From an optimization exercise on the open Yosys and OpenROAD flow, aimed at small area and a short achievable clock period; shortcuts taken in it are not production practice. Only simulation tests tie the RTL to the original design; equivalence was not proved.

Design rpn_sequencer, start of the top module:
module rpn_sequencer (
   input  logic        step,
   input  logic        nrst,
   input  logic        start,
   input  logic        prog_wr,
   input  logic [7:0]  prog_addr,
   input  logic [17:0] prog_data,
   output logic        busy,
   output logic        done,
   output logic        err,
   output logic [15:0] result,
   output logic        calc_nrst,
   output logic        calc_push,
   output logic [15:0] calc_d,
   output logic [1:0]  calc_op,
   input  logic [9:0]  calc_cnt,
   input  logic [15:0] calc_out,
   output logic [15:0] icount
);
Size: about 9,200 cells after synthesis, ~4,400 flip-flops, about 110 I/O pins, roughly 160,000 sq um of cells after synthesis.
make LEC_CHECK=0 CAP_MARGIN=20 CORE_MARGIN=2 CORE_UTILIZATION=65 CTS_BUF_LIST='sky130_fd_sc_hd__clkbuf_4 sky130_fd_sc_hd__clkbuf_8' SETUP_SLACK_MARGIN=3.3 SLEW_MARGIN=20 SYNTH_MEMORY_MAX_BITS=8192 finish   # period 7.0 ns
run.sh (not shown) runs the stock make flow with config.mk's settings and CLKGATE_MAP_FILE= SYNTH_SCRIPT=/design/flow/synth_recipe.tcl, a recipe that flattens the netlist after the stock synthesis.
The first run aborted during global routing (5_1_grt).
Edit:
--- a/flow/config.mk
+++ b/flow/config.mk
@@ -10,3 +10,2 @@
 export CORE_UTILIZATION = 65
-export CTS_BUF_LIST = sky130_fd_sc_hd__clkbuf_4 sky130_fd_sc_hd__clkbuf_8
 export SETUP_SLACK_MARGIN = 3.3
The changed run aborted during global routing (5_1_grt) on GRT-0116. Synthesized cell count is unchanged. Area after synthesis stays the same.


The RTL this note starts from:
==> flow/design.v <==
package rpn_pkg;
   localparam int DW_DEF      = 16;
   localparam int CNT_W_DEF   = 10;
   localparam int PROG_AW_DEF = 8;
   typedef enum logic [1:0] {
      KIND_PUSH = 2'b00,
      KIND_OP   = 2'b01,
      KIND_END  = 2'b10,
      KIND_NOP  = 2'b11
   } kind_t;
endpackage
module rpn_prog_mem #(
   parameter int W = 17
) (
   input  logic         step,
   input  logic         wr,
   input  logic [7:0]   waddr,
   input  logic [W-1:0] wdata,
   input  logic [7:0]   a8,
   input  logic [7:0]   b8,
   input  logic [3:0]   q4,
   input  logic         rd0,
   output logic [W-1:0] rdata
);
   logic [W-1:0] mem [256];
   logic         pw;            
   logic [7:0]   pa;
   logic [W-1:0] pd;
   logic [W-1:0] view [256];    
   logic [W-1:0] cl [4][8];     
   logic [W-1:0] qs [4];        
   logic [W-1:0] qw [4];        
   logic [W-1:0] st2;
   always_ff @(posedge step) begin
      pw <= wr;
      pa <= waddr;
      pd <= wdata;
   end
   for (genvar w = 0; w < 256; w++) begin : g_word
      always_ff @(posedge step) begin
         if (pw && pa == 8'(w)) mem[w] <= pd;
      end
      if (w < 2) begin : g_fwd
         assign view[w] = (pw && pa == 8'(w)) ? pd : mem[w];
      end else begin : g_nofwd
         assign view[w] = mem[w];
      end
   end
   always_comb begin
      for (int q = 0; q < 4; q++) begin
         qs[q] = '0;
         for (int c = 0; c < 8; c++) begin
            cl[q][c] = '0;
            for (int i = 0; i < 8; i++) cl[q][c] = cl[q][c] | ({W{a8[i]}} & view[q*64 + c*8 + i]);
            qs[q] = qs[q] | ({W{b8[c]}} & cl[q][c]);
         end
      end
      st2 = '0;
      for (int q = 0; q < 4; q++) st2 = st2 | ({W{q4[q]}} & qw[q]);
   end
   always_ff @(posedge step) begin
      for (int q = 0; q < 4; q++) qw[q] <= qs[q];
   end
   assign rdata = rd0 ? view[0] : st2;
endmodule
module rpn_sequencer (
   input  logic        step,
   input  logic        nrst,
   input  logic        start,
   input  logic        prog_wr,
   input  logic [7:0]  prog_addr,
   input  logic [17:0] prog_data,
   output logic        busy,
   output logic        done,
   output logic        err,
   output logic [15:0] result,
   output logic        calc_nrst,
   output logic        calc_push,
   output logic [15:0] calc_d,
   output logic [1:0]  calc_op,
   input  logic [9:0]  calc_cnt,
   input  logic [15:0] calc_out,
   output logic [15:0] icount
);
   logic st_clr, st_run, st_done, st_err, busy_q;
   logic [7:0]  a8, b8;      
   logic [3:0]  h4, q4;      
   logic [16:0] fi;          
   logic [8:0]  ic;          
   logic [16:0] rdata;
   logic [16:0] wenc;
   wire [1:0] w_kind = prog_data[17:16];
   always_comb begin
      case (w_kind)
         rpn_pkg::KIND_PUSH: wenc = {1'b1, prog_data[15:0]};
         rpn_pkg::KIND_OP:   wenc = {1'b0, 14'd0, prog_data[1:0]};
         rpn_pkg::KIND_END:  wenc = {1'b0, 13'd0, 1'b1, 2'b00};
         default:            wenc = '0;
      endcase
   end
   rpn_prog_mem #(.W(17)) u_prog_mem (
      .step  (step),
      .wr    (prog_wr && !busy_q),
      .waddr (prog_addr),
      .wdata (wenc),
      .a8    (a8),
      .b8    (b8),
      .q4    (q4),
      .rd0   (st_clr),
      .rdata (rdata)
   );
   wire f_push = fi[16];
   wire f_op1  = !fi[16] && fi[1];       
   wire f_op0  = !fi[16] && fi[0];
   wire f_end  = !fi[16] && fi[2];
   wire full   = &calc_cnt;
   wire ge2    = |calc_cnt[9:1];
   wire fail   = (f_push && full) || (f_op1 && !ge2);
   wire issue  = st_run && !f_end && !fail;
   wire last   = &ic[7:0];
   wire restart = start && !busy_q;
   always_ff @(posedge step) begin
      if (!nrst) begin
         st_clr  <= 1'b0;
         st_run  <= 1'b0;
         busy_q  <= 1'b0;
         st_done <= 1'b0;
         st_err  <= 1'b0;
      end else begin
         st_clr  <= restart;
         st_run  <= st_clr || (issue && !last);
         busy_q  <= restart || st_clr || (issue && !last);
         st_done <= !restart && (st_done || (st_run && f_end));
         st_err  <= !restart && (st_err || (st_run && fail) || (issue && last));
      end
   end
   always_ff @(posedge step) begin
      if (!nrst || restart) ic <= '0;
      else if (issue)       ic <= ic + 9'd1;
   end
   always_ff @(posedge step) begin
      if (!nrst)                 result <= '0;
      else if (st_run && f_end)  result <= calc_out;
   end
   always_ff @(posedge step) begin
      if (restart) begin
         a8 <= 8'd2;
         b8 <= 8'd1;
         h4 <= 4'd1;
      end else begin
         a8 <= {a8[6:0], a8[7]};
         if (a8[7])          b8 <= {b8[6:0], b8[7]};
         if (a8[7] && b8[7]) h4 <= {h4[2:0], h4[3]};
      end
      q4 <= h4;
      fi <= rdata;
   end
   assign busy      = busy_q;
   assign done      = st_done;
   assign err       = st_err;
   assign calc_nrst = nrst && !st_clr;
   rpn_ge2_gate u_op1_gate (.cnt(calc_cnt[9:1]), .en(st_run && f_op1), .x(1'b0),
                            .y(calc_op[1]));
   rpn_ge2_gate u_op0_gate (.cnt(calc_cnt[9:1]), .en(st_run && f_op0), .x(!fi[1]),
                            .y(calc_op[0]));
   assign icount    = {7'd0, ic};
   wire push_en = st_run && f_push;
   rpn_full_gate u_push_gate (.cnt(calc_cnt), .en(push_en), .d(1'b1), .y(calc_push));
   for (genvar i = 0; i < 16; i++) begin : g_d
      rpn_full_gate u_d_gate (.cnt(calc_cnt), .en(push_en), .d(fi[i]), .y(calc_d[i]));
   end
endmodule
module rpn_full_gate (
   input  logic [9:0] cnt,
   input  logic       en,
   input  logic       d,
   output logic       y
);
   assign y = en && d && !(&cnt);
endmodule
module rpn_ge2_gate (
   input  logic [8:0] cnt,
   input  logic       en,
   input  logic       x,
   output logic       y
);
   assign y = en && (x || (|cnt));
endmodule
==> flow/config.mk <==
export PLATFORM = sky130hd
export DESIGN_NAME = rpn_sequencer
export DESIGN_NICKNAME = rpn_sequencer
export VERILOG_FILES = /design/flow/design.v
export SDC_FILE = /design/flow/constraint.sdc
export NUM_CORES = 4
export LEC_CHECK = 0
export CAP_MARGIN = 20
export CORE_MARGIN = 2
export CORE_UTILIZATION = 55
export CTS_BUF_LIST = sky130_fd_sc_hd__clkbuf_16
export CTS_CLUSTER_DIAMETER = 60
export CTS_CLUSTER_SIZE = 30
export SETUP_SLACK_MARGIN = 3.3
export SLEW_MARGIN = 20
export SYNTH_HIERARCHICAL = 1
export SYNTH_MEMORY_MAX_BITS = 8192
export SYNTH_MINIMUM_KEEP_SIZE = 0
export TNS_END_PERCENT = 20
==> flow/constraint.sdc <==
create_clock -name core_clock -period 7.0 [get_ports {step}]
set_input_delay 1.4000 -clock core_clock [delete_from_list [all_inputs] [get_ports {step}]]
set_output_delay 1.4000 -clock core_clock [all_outputs]
set_load 0.01 [all_outputs]
standard.sh (not shown) runs the stock make flow with config.mk's settings and CLKGATE_MAP_FILE= SYNTH_SCRIPT=/design/flow/synth_recipe.tcl, a recipe that flattens the netlist after the stock synthesis.
==> flow/flow/run.sh <==
#!/bin/bash
# Layout flow: the standard flow (standard.sh: ORFS synthesis through
# finish, unchanged), except that clock tree synthesis is run without dummy
# loads. Each tool's output goes to its own log in this folder, and ORFS
# keeps its per-step logs under orfs/logs/.
set -euo pipefail
export CTS_ARGS="-sink_clustering_enable -repair_clock_nets -sink_clustering_size 30 -sink_clustering_max_diameter 60 -buf_list sky130_fd_sc_hd__clkbuf_16 -dont_use_dummy_load"
bash standard.sh > standard_flow.log 2>&1
The baseline passed the timing, design-rule and antenna checks.
==> next run, changes <==
==> flow/run.sh (new file) <==
#!/bin/bash
# synth_recipe.tcl (not shown) runs the flow's synth.tcl, then flattens the netlist and writes it again
# the make line also repeats each setting of config.mk as NAME=value (left out here)
make -C /OpenROAD-flow-scripts/flow DESIGN_CONFIG=/design/flow/config.mk WORK_HOME=/design/flow/orfs CLKGATE_MAP_FILE= SYNTH_SCRIPT=/design/flow/synth_recipe.tcl finish
removed: flow/flow/run.sh
removed: flow/standard.sh
=> Via count is higher slightly; first-iteration DRC count came out higher slightly; wire length barely changes; area after synthesis stays the same; synthesized cell count stays the same; flip-flop and latch count is unchanged; count of clock-buffer cells in the layout climbs by 3; global-route usage hardly moves; non-clock buffer count goes down by 1.

## static timing again, ports no longer ideal
In the flow no input, the clock included, has a driving cell. The finished layouts below were timed again as built, in two steps. Step 1 (the two cells are an assumption about what drives the block):
set clk [get_ports {step}]
set_driving_cell -lib_cell sky130_fd_sc_hd__clkbuf_16 $clk
set_driving_cell -lib_cell sky130_fd_sc_hd__buf_2 [delete_from_list [all_inputs] $clk]
Step 2, shift: input delay + t, output delay - t, t = (earliest + latest rising clock arrival at the registers) / 2. This alone moves slack from input paths to output paths. Slacks: ideal ports / drivers / drivers and shift; pairs: ideal ports / drivers.
run	shift t [ns]	setup WS [ns]	hold WS [ns]	worst setup path at the end	clock arrival spread, ns
the first run of note 2	1.034	3.125 / 3.055 / 3.055	0.368 / 0.368 / 0.368	input to output	0.094 / 0.094
the second run of note 2	1.075	3.243 / 3.191 / 3.191	0.375 / 0.375 / 0.375	input to output	0.053 / 0.053
After both steps setup and hold are still met in every run listed. The setup slack of the first run of note 2, which loses most, moves by -0.070 ns with the drivers and by -0.070 ns with both steps.
